This is an optimization exercise on Yosys and OpenROAD, whose aim is small area, a short achievable clock period and few clock cycles per item, not a production implementation. Where RTL was checked, it was by simulation tests only, not by an equivalence proof against the original. Power figures rest on the tool's default switching activity, not on a simulated workload.

Setup of job 2425:
==> flow/design.v (excerpt) <==
module knight_blocked_lattice_path_count (
	input  logic               clk,
	input  logic               arst_n,
	input  logic               in_valid,
	output logic               in_stall,
	input  logic [COORD_W-1:0] target_x,
	input  logic [COORD_W-1:0] target_y,
	input  logic [COORD_W-1:0] knight_x,
	input  logic [COORD_W-1:0] knight_y,
	output logic               out_valid,
	input  logic               out_stall,
	output logic [COUNT_W-1:0] path_count
);
	function automatic int roww(input int y);
		case (y)
			0: roww = 1;   1: roww = 6;   2: roww = 10;  3: roww = 13;
			4: roww = 16;  5: roww = 19;  6: roww = 22;  7: roww = 24;
			8: roww = 26;  9: roww = 29;  10: roww = 31; 11: roww = 32;
			12: roww = 34; 13: roww = 36; 14: roww = 38; 15: roww = 39;
			16: roww = 41; 17: roww = 42; 18: roww = 44; 19: roww = 45;
			20: roww = 47; 21: roww = 48; 22: roww = 49; 23: roww = 50;
			24: roww = 52; 25: roww = 53; 26: roww = 54; 27: roww = 55;
			28: roww = 56; 29: roww = 57; 30: roww = 58; default: roww = 59;
		endcase
	endfunction
	function automatic int rowoff(input int y);
		case (y)
			0: rowoff = 0;  1: rowoff = 1;  2: rowoff = 7;  3: rowoff = 17;
			4: rowoff = 30;  5: rowoff = 46;  6: rowoff = 65;  7: rowoff = 87;
			8: rowoff = 111;  9: rowoff = 137;  10: rowoff = 166;  11: rowoff = 197;
  ...
Size: ~9,100 cells after synthesis, roughly 3,100 flip-flops.
Settings: LEC_CHECK=0, CAP_MARGIN=20, CORE_MARGIN=2, CORE_UTILIZATION=40, CTS_CLUSTER_DIAMETER=110, CTS_CLUSTER_SIZE=24, PLACE_DENSITY=0.6, SETUP_SLACK_MARGIN=3.4, SLEW_MARGIN=20; clock period 6.0 ns.
run.sh (not shown) runs the stock make flow with config.mk's settings and CLKGATE_MAP_FILE= SYNTH_SCRIPT=/design/flow/synth_recipe.tcl, a recipe that flattens the netlist after the stock synthesis.
For job 4251, these inputs were changed with respect to job 2425:
--- a/flow/design.v
+++ b/flow/design.v
@@ -124,22 +124,22 @@
 	input  logic               x_last,
 	input  logic [TD_W-1:0]    x_dat,
 	input  logic [COUNT_W-1:0] res
 );
 	localparam int RING = 33;        
 	localparam int SP   = NDIG + 2;  
 	function automatic int dlo(input int d);
 		dlo = (d == 0) ? 0 : KD0 + (d - 1) * KD;
 	endfunction
 	localparam int SIW = (NSLOT > 4) ? 3 : 2;    
-	function automatic logic [SIW-1:0] inc3(input logic [SIW-1:0] v);
-		inc3 = (v == SIW'(NSLOT - 1)) ? '0 : v + SIW'(1);
+	function automatic logic [SIW-1:0] slot_inc(input logic [SIW-1:0] v);
+		slot_inc = (v == SIW'(NSLOT - 1)) ? '0 : v + SIW'(1);
 	endfunction
 	logic       a_v, p_v, b_v;
 	logic       a_take, p_take, b_take;
 	logic [4:0] a_tx, a_ty, a_kx, a_ky;
 	logic       sw;
 	logic stall_q;
 	assign in_stall = stall_q;
 	assign a_take   = in_valid && !in_stall;
 	assign p_take   = a_v && (!p_v || b_take);
 	assign sw       = target_x > target_y;
@@ -282,42 +282,42 @@
 	logic [NSLOT-1:0][1:0] sst;
 	logic [NSLOT-1:0] sfree;
 	logic [SIW-1:0]   wslot, cslot, rslot;
 	logic             inq, qpass, seek, hc0, kill;
 	logic [5:0]       hc, kc;
 	logic [4:0]       kn;
 	logic [5:0]       npend;
 	logic             npz, npo;
 	logic [5:0]       npend_p1, npend_m1;
 	logic             pass_q;
-	localparam int TW = $clog2(SP + 1);
+	localparam int TW = (SP < 16) ? 4 : ((SP < 32) ? 5 : 6);
 	logic [NSLOT-1:0][TW-1:0] tmr;
 	logic xf, xl, in_q, cur_pass, recirc, pass_ev, cap0, head, lastiss;
 	for (genvar i = 0; i < NSLOT; i++) begin : g_free
 		assign sfree[i] = (sst[i] == S_FREE);
 	end
 	assign xf       = x_first && !kill;
 	assign xl       = x_last && !kill;
 	assign in_q     = xf || inq;
 	assign cur_pass = xf ? pass_q : qpass;
 	assign recirc   = in_q && !cur_pass && (ring || enter_q) && !kill;
 	assign pass_ev  = xf && pass_q;
 	assign cap0     = xl && in_q && cur_pass;
 	assign head     = seek || hc0;
 	assign lastiss  = issue && b_lastcol;
 	logic       ring_n, seek_n, hc0_n, kill_n;
 	logic [5:0] hc_n, kc_n;
 	logic [4:0] kn_n, j;
 	logic [SIW-1:0] wslot_n;
 	assign j = b_v ? (b_rc0 - b_rc) : 5'd0;
 	always_comb begin
-		wslot_n = pass_ev ? inc3(wslot) : wslot;
+		wslot_n = pass_ev ? slot_inc(wslot) : wslot;
 		kc_n    = (kc != 6'd0) ? kc - 6'd1 : kc;
 		kn_n    = kill ? kn - 5'd1 : kn;
 		kill_n  = (kc <= 6'd1) && ((kn >= 5'd2) || ((kn == 5'd1) && !kill));
 		hc_n    = (hc != 6'd0) ? hc - 6'd1 : hc;
 		hc0_n   = (hc <= 6'd1);
 		seek_n  = seek;
 		ring_n  = ring;
 		if (enter_q) begin
 			ring_n = 1'b1;
 			hc_n   = 6'(RING - 1);
@@ -335,21 +335,21 @@
 					hc_n   = 6'(RING - 1);
 					hc0_n  = 1'b0;
 				end
 			end
 			if (npz || (npo && pass_ev)) ring_n = 1'b0;
 		end
 	end
 	logic n_first, n_head, n_free;
 	assign n_first = p_first && !kill_n;
 	assign n_head  = !ring_n || seek_n || hc0_n;
-	assign n_free  = pass_ev ? sfree[inc3(wslot)] : sfree[wslot];
+	assign n_free  = pass_ev ? sfree[slot_inc(wslot)] : sfree[wslot];
 	always_ff @(posedge clk or negedge arst_n) begin
 		if (!arst_n) begin
 			ring    <= 1'b0;
 			inq     <= 1'b0;
 			qpass   <= 1'b0;
 			seek    <= 1'b0;
 			hc      <= 6'd0;
 			hc0     <= 1'b1;
 			kc      <= 6'd0;
 			kn      <= 5'd0;
@@ -429,21 +429,21 @@
 	always_ff @(posedge clk or negedge arst_n) begin
 		if (!arst_n) begin
 			capv  <= '0;
 			cslot <= '0;
 			wslot <= '0;
 			rslot <= '0;
 			sst   <= '0;
 		end else begin
 			capv[1] <= cap0;
 			for (int d = 2; d < NDIG; d++) capv[d] <= capv[d-1];
-			if (cap0) cslot <= inc3(cslot);
+			if (cap0) cslot <= slot_inc(cslot);
 			wslot <= wslot_n;
 			if (pass_ev) sst[wslot] <= S_RES;
 			if (capv[NDIG-1]) sst[caps[NDIG-1]] <= S_VAL;
 			if (hand) sst[rslot] <= S_FREE;
 			rslot <= rslot_n;
 		end
 	end
 	always_ff @(posedge clk) begin
 		caps[1] <= cslot;
 		for (int d = 2; d < NDIG; d++) caps[d] <= caps[d-1];
@@ -465,21 +465,21 @@
 			always_ff @(posedge clk) begin
 				if (en && (ci == SIW'(s))) q <= res[HI:LO];
 			end
 			assign slot[s][HI:LO] = q;
 		end
 	end
 	logic               ov_q, hand;
 	logic [SIW-1:0]     rslot_n;
 	logic [COUNT_W-1:0] out_q;
 	assign hand    = ov_q && !out_stall;
-	assign rslot_n = hand ? inc3(rslot) : rslot;
+	assign rslot_n = hand ? slot_inc(rslot) : rslot;
 	always_ff @(posedge clk or negedge arst_n) begin
 		if (!arst_n) begin
 			ov_q <= 1'b0;
 		end else begin
 			ov_q <= (sst[rslot_n] == S_VAL);
 		end
 	end
 	always_ff @(posedge clk) begin
 		out_q <= slot[rslot_n];
 	end
==> comparison <==
Comparing job 4251 with job 2425, the remaining number of nets flagged by the antenna check after routing came out essentially unchanged. Any difference in required time at the endpoint of the critical path between job 2425 and job 4251 is small enough to ignore. From job 2425 to job 4251, hold violation total from the final report did not move at all. Re sequential cell count: no difference whatsoever between job 4251 and job 2425. Comparing job 2425 against job 4251, there is no change at all in met2 layer wire length in the routed design. Job 2425 → job 4251: clock share of power essentially unchanged; power consumed by the clock network has remained practically unchanged. Job 4251 -> job 2425: via count delta 0, exact match. Number of antenna violations at the first check in global routing came out exactly the same in job 4251 and job 2425. On setup slack of the critical path after layout, job 2425 tracks job 4251 almost exactly. Job 2425 -> job 4251: final total power delta 0, exact match. From job 2425 to job 4251, post-synth design cell area did not move at all. Diff job 4251..job 2425 | synthesized-area fraction occupied by xor and xnor cells | unchanged. Job 4251 closes out successfully: all stages finished, all timing, DRC and antenna checks passed.
Testbench counts of job 4251, summed over its fixed seeds: cycles 17,016, items 1,600.
The RTL of job 2425 was laid out without a check of its function.


main:
knight_blocked_lattice_path_count, a different RTL version from the one above (not shown whole).
Size in the first run: ~9,300 cells after synthesis, ~3,100 flip-flops, roughly 85 I/O pins.
Settings: LEC_CHECK=0, CAP_MARGIN=20, CORE_MARGIN=2, CORE_UTILIZATION=50, CTS_CLUSTER_DIAMETER=110, CTS_CLUSTER_SIZE=24, PLACE_DENSITY=0.7, SETUP_SLACK_MARGIN=3.5, SLEW_MARGIN=20; clock period 6.0 ns.
main was carried through to the last stage, and its layout satisfied the timing, design-rule and antenna checks.
diff inputs: main => the feature branch
-- flow/design.v --
<<< main, line 139
	logic [4:0] a_tx, a_ty, a_kx, a_ky;
	logic       a_sw;
	logic stall_q;
	assign in_stall = stall_q;
	assign a_take   = in_valid && !in_stall;
	assign p_take   = a_v && (!p_v || b_take);
	logic a_v_n, p_v_n;
>>> the feature branch, line 139
	logic [4:0] a_tx, a_ty, a_kx, a_ky;
	logic       a_sw;
	logic stall_q, stall_i;
	assign in_stall = stall_q;
	assign a_take   = in_valid && !stall_i;
	assign p_take   = a_v && (!p_v || b_take);
	logic a_v_n, p_v_n;
<<< main, line 151
			p_v     <= 1'b0;
			stall_q <= 1'b0;
		end else begin
			a_v     <= a_v_n;
			p_v     <= p_v_n;
			stall_q <= a_v_n && p_v_n;
		end
	end
>>> the feature branch, line 151
			p_v     <= 1'b0;
			stall_q <= 1'b0;
			stall_i <= 1'b0;
		end else begin
			a_v     <= a_v_n;
			p_v     <= p_v_n;
			stall_q <= a_v_n && p_v_n;
			stall_i <= (a_v_n && p_take) || (a_v_n && p_v && !b_take);
		end
	end
<<< main, line 481
		end
	end
	logic               ov_q, hand;
	logic [SIW-1:0]     rslot_n, rslot_i;
	logic [COUNT_W-1:0] out_q;
	assign hand    = ov_q && !out_stall;
	assign rslot_i = slot_inc(rslot);
	assign rslot_n = hand ? rslot_i : rslot;
	always_ff @(posedge clk or negedge arst_n) begin
		if (!arst_n) begin
			ov_q <= 1'b0;
		end else begin
			ov_q <= hand ? (sst[rslot_i] == S_VAL) : (sst[rslot] == S_VAL);
		end
	end
	always_ff @(posedge clk) begin
		out_q <= hand ? slot[rslot_i] : slot[rslot];
	end
	assign out_valid  = ov_q;
>>> the feature branch, line 483
		end
	end
	logic               ov_q, ov_i, hand;
	logic [SIW-1:0]     rslot_n;
	logic [COUNT_W-1:0] out_q;
	assign hand    = ov_i && !out_stall;
	assign rslot_n = hand ? slot_inc(rslot) : rslot;
	always_ff @(posedge clk or negedge arst_n) begin
		if (!arst_n) begin
			ov_q <= 1'b0;
			ov_i <= 1'b0;
		end else begin
			ov_q <= (sst[rslot_n] == S_VAL);
			ov_i <= hand ? (sst[slot_inc(rslot)] == S_VAL) : (sst[rslot] == S_VAL);
		end
	end
	always_ff @(posedge clk) begin
		out_q <= slot[rslot_n];
	end
	assign out_valid  = ov_q;
==> comparison <==
- Diff main -> the feature branch: placer congestion estimate went down by 1.0%; non-clock buffer count decreased by 24 relative to the old numbers; clock network power share shrank by 0.4 points; via count lower.
- Re final design area excluding fillers: the feature branch and main aren't equal, and the lower value belongs to the feature branch.
- The higher number of global-route vias before repair came out of main.
- As far as proportion of synthesized chip area in sequential cells is concerned, the feature branch and main perform about the same.
- Sort the feature branch and main by depth of the most critical reg-to-reg path desc -> top: main
- The feature branch against main: met2 track demand over resource did not really move; total clock sinks did not really move; first-pass GRT wire length went down.
No functional check of the RTL was part of any run of this note.

separate check: timing with driven ports:
The results above use ideal ports. As a check the final layouts listed here were re-extracted and re-timed, cells and wires unchanged. Step 1 assumes that a clkbuf_16 drives the clock port and a buf_2 every other input. Step 2 moves the port delays by t, midway between the first and last clock arrival at a register: inputs arrive t later, outputs are due t later. That takes back most of the time a late clock gives input paths. Three values: no drivers, after step 1, after step 2; two values: the first two.
| run | t (ns) | setup slack, ns | worst register clock-pin slew, ns | worst slew at a driven data input, ns |
|---|---|---|---|---|
| job 2425 | 0.919 | 3.398 / 3.307 / 2.590 | 0.10 / 0.10 | 0.14 |
| job 4251 | 0.919 | 3.398 / 3.307 / 2.590 | 0.10 / 0.10 | 0.14 |
| main | 0.889 | 3.396 / 3.314 / 2.712 | 0.10 / 0.10 | 0.05 |
| the feature branch | 0.887 | 3.455 / 3.368 / 2.663 | 0.10 / 0.10 | 0.05 |
After both steps setup and hold are still met in every run listed.
